Context: an optimization exercise on an open-source flow, tuned for small area and a short achievable clock period. The choices shown serve that exercise and are no tape-out recipe. RTL that was checked went through simulation tests only; none was proved equivalent to the original.

## xgmii_rx_top
module xgmii_rx_top
#(
    parameter int MAX_FRAME_LEN = 1518
) (
    input  logic        clk,
    input  logic        inv_aresetn,
    input  logic [63:0] xgmii_data_i,
    input  logic [7:0]  xgmii_ctrl_i,
    output logic [63:0] axis_tdata_o,
    output logic [7:0]  axis_tkeep_o,
    output logic        axis_tvalid_o,
    output logic        axis_tlast_o,
    output logic        axis_tuser_o,
    output logic        stat_valid_o,
    output logic        stat_crc_ok_o,
    output logic [13:0] stat_len_o,
    output logic [3:0]  stat_size_o,
    output logic [31:0] good_frames_o,
    output logic [31:0] bad_frames_o
);
Size in the first run: about 1,400 cells after synthesis, about 340 flip-flops, roughly 230 I/O pins.
Settings: LEC_CHECK=0, CAP_MARGIN=20, CORE_MARGIN=2, CORE_UTILIZATION=60, CTS_CLUSTER_DIAMETER=120, CTS_CLUSTER_SIZE=25, SLEW_MARGIN=20, SYNTH_HIERARCHICAL=1, BUFFER_PORTS_ARGS=-buffer_cell sky130_fd_sc_hd__buf_1, SETUP_SLACK_MARGIN=7.25; clock period 10.5 ns.
standard.sh (not shown) runs the stock make flow with config.mk's settings and CLKGATE_MAP_FILE= SYNTH_SCRIPT=/design/flow/synth_recipe.tcl, a recipe that flattens the netlist after the stock synthesis.
==> flow/flow/run.sh <==
#!/bin/bash
# Standard layout (settings from config.mk via config.mk) plus the settings
# in flow/extra.mk: plain buf_1 port buffers instead of the default
# delay-cell buffers, and a larger setup margin for timing repair.
set -e
cp config.mk config_in.log
cat flow/extra.mk >> config.mk
bash standard.sh > standard.log 2>&1
==> flow/flow/extra.mk <==
export BUFFER_PORTS_ARGS = -buffer_cell sky130_fd_sc_hd__buf_1
export SETUP_SLACK_MARGIN = 7.25
Change:
CORE_UTILIZATION = 55   (was 60)
CTS_CLUSTER_DIAMETER = 100   (was 120)
CTS_CLUSTER_SIZE = 20   (was 25)
Result:
- worst setup slack loses 0.015 ns
- final area increases by about 0.6%
- synthesized area does not change
Change:
CTS_BUF_LIST = sky130_fd_sc_hd__clkbuf_16 sky130_fd_sc_hd__clkbuf_8 sky130_fd_sc_hd__clkbuf_4   (was unset)
CTS_CLUSTER_DIAMETER = 120   (was 100)
CTS_CLUSTER_SIZE = 25   (was 20)
- The new run produced a clean layout
- synthesized cell count stays the same
- final area shrinks by 0.54%
Change:
==> flow/flow/extra.mk (replaced) <==
export BUFFER_PORTS_ARGS = -buffer_cell sky130_fd_sc_hd__buf_1
export SETUP_SLACK_MARGIN = 7.35
CTS_BUF_LIST = unset   (was sky130_fd_sc_hd__clkbuf_16 sky130_fd_sc_hd__clkbuf_8 sky130_fd_sc_hd__clkbuf_4)
SETUP_SLACK_MARGIN = 7.35   (was 7.25)
Cell area is higher by 2.6%. Sequential cell count is unchanged. Utilization is higher by 1.7 points.

* * *

## north
xgmii_rx_top, a different RTL version from the one above (not shown whole).
Size in the first run: roughly 1500 cells after synthesis, ~350 flip-flops, roughly 16000 um^2 of cells after synthesis.
Settings: LEC_CHECK=0, CAP_MARGIN=20, CORE_MARGIN=2, CORE_UTILIZATION=60, CTS_CLUSTER_DIAMETER=120, CTS_CLUSTER_SIZE=30, SLEW_MARGIN=20, SYNTH_HIERARCHICAL=1, TNS_END_PERCENT=30, BUFFER_PORTS_ARGS=-buffer_cell sky130_fd_sc_hd__buf_1, SETUP_SLACK_MARGIN=7.4; clock period 10.5 ns.
==> flow/flow/extra.mk <==
export BUFFER_PORTS_ARGS = -buffer_cell sky130_fd_sc_hd__buf_1
export SETUP_SLACK_MARGIN = 7.4
Scripts as last shown in full above: flow/flow/run.sh
north reached the end of the flow, and the finished layout is clean on the timing, design-rule and antenna checks.
### north -> south
# north
export LEC_CHECK = 0
export CAP_MARGIN = 20
export CORE_MARGIN = 2
export CORE_UTILIZATION = 60
export CTS_CLUSTER_DIAMETER = 120
export CTS_CLUSTER_SIZE = 30
export SLEW_MARGIN = 20
export SYNTH_HIERARCHICAL = 1
export TNS_END_PERCENT = 30
export BUFFER_PORTS_ARGS = -buffer_cell sky130_fd_sc_hd__buf_1
export SETUP_SLACK_MARGIN = 7.4
create_clock -name core_clock -period 10.5 [get_ports {clk}]
# south
export LEC_CHECK = 0
export CAP_MARGIN = 20
export CORE_MARGIN = 2
export CORE_UTILIZATION = 55
export CTS_CLUSTER_DIAMETER = 120
export CTS_CLUSTER_SIZE = 25
export SLEW_MARGIN = 20
export SYNTH_HIERARCHICAL = 1
export BUFFER_PORTS_ARGS = -buffer_cell sky130_fd_sc_hd__buf_1
export SETUP_SLACK_MARGIN = 7.25
create_clock -name core_clock -period 10.5 [get_ports {clk}]
--- a/flow/flow/extra.mk
+++ b/flow/flow/extra.mk
@@ -2 +2 @@
-export SETUP_SLACK_MARGIN = 7.4
+export SETUP_SLACK_MARGIN = 7.25
Results
south ended up with u_parser.len_lo_q[2]$_DFFE_PP_ as its startpoint of the most critical setup path; north ended up with u_parser.len_lo_q[1]$_DFFE_PP_.
Via count sits lower in south than in north.
| pin slew with the least headroom to its limit | lower: north |
Against north, south comes in 0.57 points higher on fraction of area in multi-input gates.
Row first-pass iteration count of the detailed router: south higher / north lower
Function was not checked in any run of this note: the RTL went through the layout flow alone.

* * *

Another version of the RTL of xgmii_rx_top (not shown whole).
Size in the first run: about 1500 cells after synthesis, roughly 350 flip-flops, roughly 230 I/O pins.
export LEC_CHECK = 0
export CAP_MARGIN = 20
export CORE_MARGIN = 2
export CORE_UTILIZATION = 55
export CTS_CLUSTER_DIAMETER = 70
export CTS_CLUSTER_SIZE = 30
export SLEW_MARGIN = 20
export SYNTH_HIERARCHICAL = 1
export BUFFER_PORTS_ARGS = -buffer_cell sky130_fd_sc_hd__buf_1
export SETUP_SLACK_MARGIN = 7.25
create_clock -name core_clock -period 10.5 [get_ports {clk}]
==> flow/flow/extra.mk <==
export BUFFER_PORTS_ARGS = -buffer_cell sky130_fd_sc_hd__buf_1
export SETUP_SLACK_MARGIN = 7.25
Scripts as last shown in full above: flow/flow/run.sh
The baseline ran to the end with no violations.
Next try:
==> flow/flow/extra.mk (replaced) <==
export BUFFER_PORTS_ARGS = -buffer_cell sky130_fd_sc_hd__buf_1
export SETUP_SLACK_MARGIN = 7.4
Settings changed: CTS_CLUSTER_DIAMETER 70 to 120, CTS_CLUSTER_SIZE 30 to 25, SETUP_SLACK_MARGIN 7.25 to 7.4.
Wire length rose by about 4%; design area went up by 4.9%; utilization climbs by 3.1 points; worst hold slack barely changes; worst setup slack improves by 0.016 ns; die area stays the same; synthesized area does not change; critical path depth stays the same.
No run of this note included a check of the RTL's function; only the layout flow was run.

* * *

Setup of nickel:
xgmii_rx_top, a different RTL version from the one above (not shown whole).
For scale: roughly 1500 cells after synthesis, roughly 350 flip-flops.
Settings: LEC_CHECK=0, CAP_MARGIN=20, CORE_MARGIN=2, CORE_UTILIZATION=55, CTS_CLUSTER_DIAMETER=90, CTS_CLUSTER_SIZE=35, SLEW_MARGIN=20, SYNTH_HIERARCHICAL=1, BUFFER_PORTS_ARGS=-buffer_cell sky130_fd_sc_hd__buf_1, SETUP_SLACK_MARGIN=7.25; clock period 10.5 ns.
==> flow/flow/extra.mk <==
export BUFFER_PORTS_ARGS = -buffer_cell sky130_fd_sc_hd__buf_1
export SETUP_SLACK_MARGIN = 7.25
Scripts as last shown in full above: flow/flow/run.sh
For fjord, these inputs were changed with respect to nickel:
- CTS_CLUSTER_DIAMETER changed from 90 to 120
- CTS_CLUSTER_SIZE changed from 35 to 25
==> summary.txt <==
fjord leaves more setup margin than nickel.
On fraction of the core area covered by cells at the end of the flow, nickel and fjord are neck and neck.
Delta (fjord minus nickel): relative area change from synthesis to final layout shrank by 0.18 points; wire length stayed essentially flat.
From nickel to fjord, count of sequential standard cells did not move at all.
Status: global-route usage parity (nickel, fjord)
Post-DP HPWL: fjord vs nickel — no meaningful difference
Function was not checked in any run of this note: the RTL went through the layout flow alone.

* * *

## old
xgmii_rx_top, a different RTL version from the one above (not shown whole).
Size: about 340 flip-flops, about 230 I/O pins, ~16,000 um2 of cells after synthesis.
export LEC_CHECK = 0
export CAP_MARGIN = 20
export CORE_MARGIN = 2
export CORE_UTILIZATION = 55
export CTS_CLUSTER_DIAMETER = 120
export CTS_CLUSTER_SIZE = 25
export SLEW_MARGIN = 20
export SYNTH_HIERARCHICAL = 1
export BUFFER_PORTS_ARGS = -buffer_cell sky130_fd_sc_hd__buf_1
export SETUP_SLACK_MARGIN = 7.0
create_clock -name core_clock -period 10.5 [get_ports {clk}]
==> flow/flow/extra.mk <==
export BUFFER_PORTS_ARGS = -buffer_cell sky130_fd_sc_hd__buf_1
export SETUP_SLACK_MARGIN = 7.0
Scripts as last shown in full above: flow/flow/run.sh
diff inputs: old => new
==> flow/flow/extra.mk <==
export BUFFER_PORTS_ARGS = -buffer_cell sky130_fd_sc_hd__buf_1
export SETUP_SLACK_MARGIN = 7.25
diff --git a/flow/config.mk b/flow/config.mk
--- a/flow/config.mk
+++ b/flow/config.mk
@@ -15,2 +15,2 @@
 export BUFFER_PORTS_ARGS = -buffer_cell sky130_fd_sc_hd__buf_1
-export SETUP_SLACK_MARGIN = 7.0
+export SETUP_SLACK_MARGIN = 7.25
[summary]
- Against old, the final cell area of new is higher.
- As far as via count is concerned, old and new perform about the same.
- new and old ended up with roughly the same sequential cell area in the final layout.
Function was not checked in any run of this note: the RTL went through the layout flow alone.

* * *

xgmii_rx_top, a different RTL version from the one above (not shown whole).
Size: about 1500 cells after synthesis, about 230 I/O pins.
==> flow/config.mk <==
export PLATFORM = sky130hd
export DESIGN_NAME = xgmii_rx_top
export DESIGN_NICKNAME = xgmii_rx_top
export VERILOG_FILES = /design/flow/design.v
export SDC_FILE = /design/flow/constraint.sdc
export NUM_CORES = 4
export LEC_CHECK = 0
export CAP_MARGIN = 20
export CORE_MARGIN = 2
export CORE_UTILIZATION = 40
export SLEW_MARGIN = 20
export SYNTH_HIERARCHICAL = 1
export BUFFER_PORTS_ARGS = -buffer_cell sky130_fd_sc_hd__buf_1
export SETUP_SLACK_MARGIN = 7.5
==> flow/constraint.sdc <==
create_clock -name core_clock -period 10.5 [get_ports {clk}]
set_input_delay 2.1000 -clock core_clock [delete_from_list [all_inputs] [get_ports {clk}]]
set_output_delay 2.1000 -clock core_clock [all_outputs]
set_load 0.01 [all_outputs]
==> flow/flow/extra.mk <==
export BUFFER_PORTS_ARGS = -buffer_cell sky130_fd_sc_hd__buf_1
export SETUP_SLACK_MARGIN = 7.5
Scripts as last shown in full above: flow/flow/run.sh
The starting point produced a clean layout.
==> next run, changes <==
==> flow/flow/extra.mk (replaced) <==
export BUFFER_PORTS_ARGS = -buffer_cell sky130_fd_sc_hd__buf_1
export SETUP_SLACK_MARGIN = 7.0
--- a/flow/config.mk
+++ b/flow/config.mk
@@ -9,6 +9,8 @@
 export CORE_MARGIN = 2
 export CORE_UTILIZATION = 40
+export CTS_CLUSTER_DIAMETER = 120
+export CTS_CLUSTER_SIZE = 25
 export SLEW_MARGIN = 20
 export SYNTH_HIERARCHICAL = 1
 export BUFFER_PORTS_ARGS = -buffer_cell sky130_fd_sc_hd__buf_1
-export SETUP_SLACK_MARGIN = 7.5
+export SETUP_SLACK_MARGIN = 7.0
Result:
- The changed run completed with no timing, DRC or antenna violations
- cell count decreases by 5.7%
- synthesized cell count is unchanged
- sequential share of layout area grows by 5.5 points
- via count is lower by 6.3%
- hold slack improves by 6.0 ps

[afterwards: timing with drivers on the ports]
No port has a modelled driver above. Below, the same layouts with a new extraction and two added sets of constraints. Step 1, drivers: a clkbuf_16 drives clk and a buf_2 each remaining input, both assumed. Step 2 adds t to the input delays and takes it off the output delays; t is the mean of the earliest and latest rising clock arrival at the registers after step 1. Input paths then give back, and output paths get back, about the clock's delay inside the block. a / b / c = ideal / step 1 / step 2; a / b = the first two.
| run | t, ns | setup WS [ns] | worst register clock-pin slew, ns | pins driven straight from the clock port |
|---|---|---|---|---|
| the first run of note 1 | 0.562 | 7.301 / 7.253 / 6.766 | 0.11 / 0.11 | 1 |
| the second run of note 1 | 0.557 | 7.287 / 7.239 / 6.840 | 0.08 / 0.08 | 1 |
| the third run of note 1 | 0.553 | 7.291 / 7.243 / 6.906 | 0.10 / 0.10 | 1 |
| the fourth run of note 1 | 0.552 | 7.284 / 7.237 / 7.007 | 0.10 / 0.10 | 1 |
| north | 0.551 | 7.299 / 7.247 / 7.300 | 0.11 / 0.11 | 1 |
| south | 0.555 | 7.311 / 7.262 / 7.231 | 0.10 / 0.10 | 1 |
| the first run of note 3 | 0.574 | 7.286 / 7.234 / 7.244 | 0.11 / 0.11 | 1 |
| the second run of note 3 | 0.549 | 7.302 / 7.253 / 7.219 | 0.10 / 0.10 | 1 |
| nickel | 0.554 | 7.255 / 7.210 / 7.242 | 0.13 / 0.13 | 1 |
| fjord | 0.554 | 7.274 / 7.242 / 7.214 | 0.11 / 0.11 | 1 |
| old | 0.576 | 7.079 / 7.079 / 6.910 | 0.10 / 0.10 | 1 |
| new | 0.579 | 7.194 / 7.138 / 6.914 | 0.10 / 0.10 | 1 |
| the first run of note 6 | 0.601 | 7.371 / 7.319 / 7.045 | 0.07 / 0.07 | 1 |
| the second run of note 6 | 0.585 | 7.101 / 7.101 / 6.791 | 0.10 / 0.10 | 1 |
After both steps setup and hold are still met in every run listed. For the first run of note 1, which loses most, drivers alone change the setup slack by -0.048 ns; drivers and shift together by -0.535 ns.
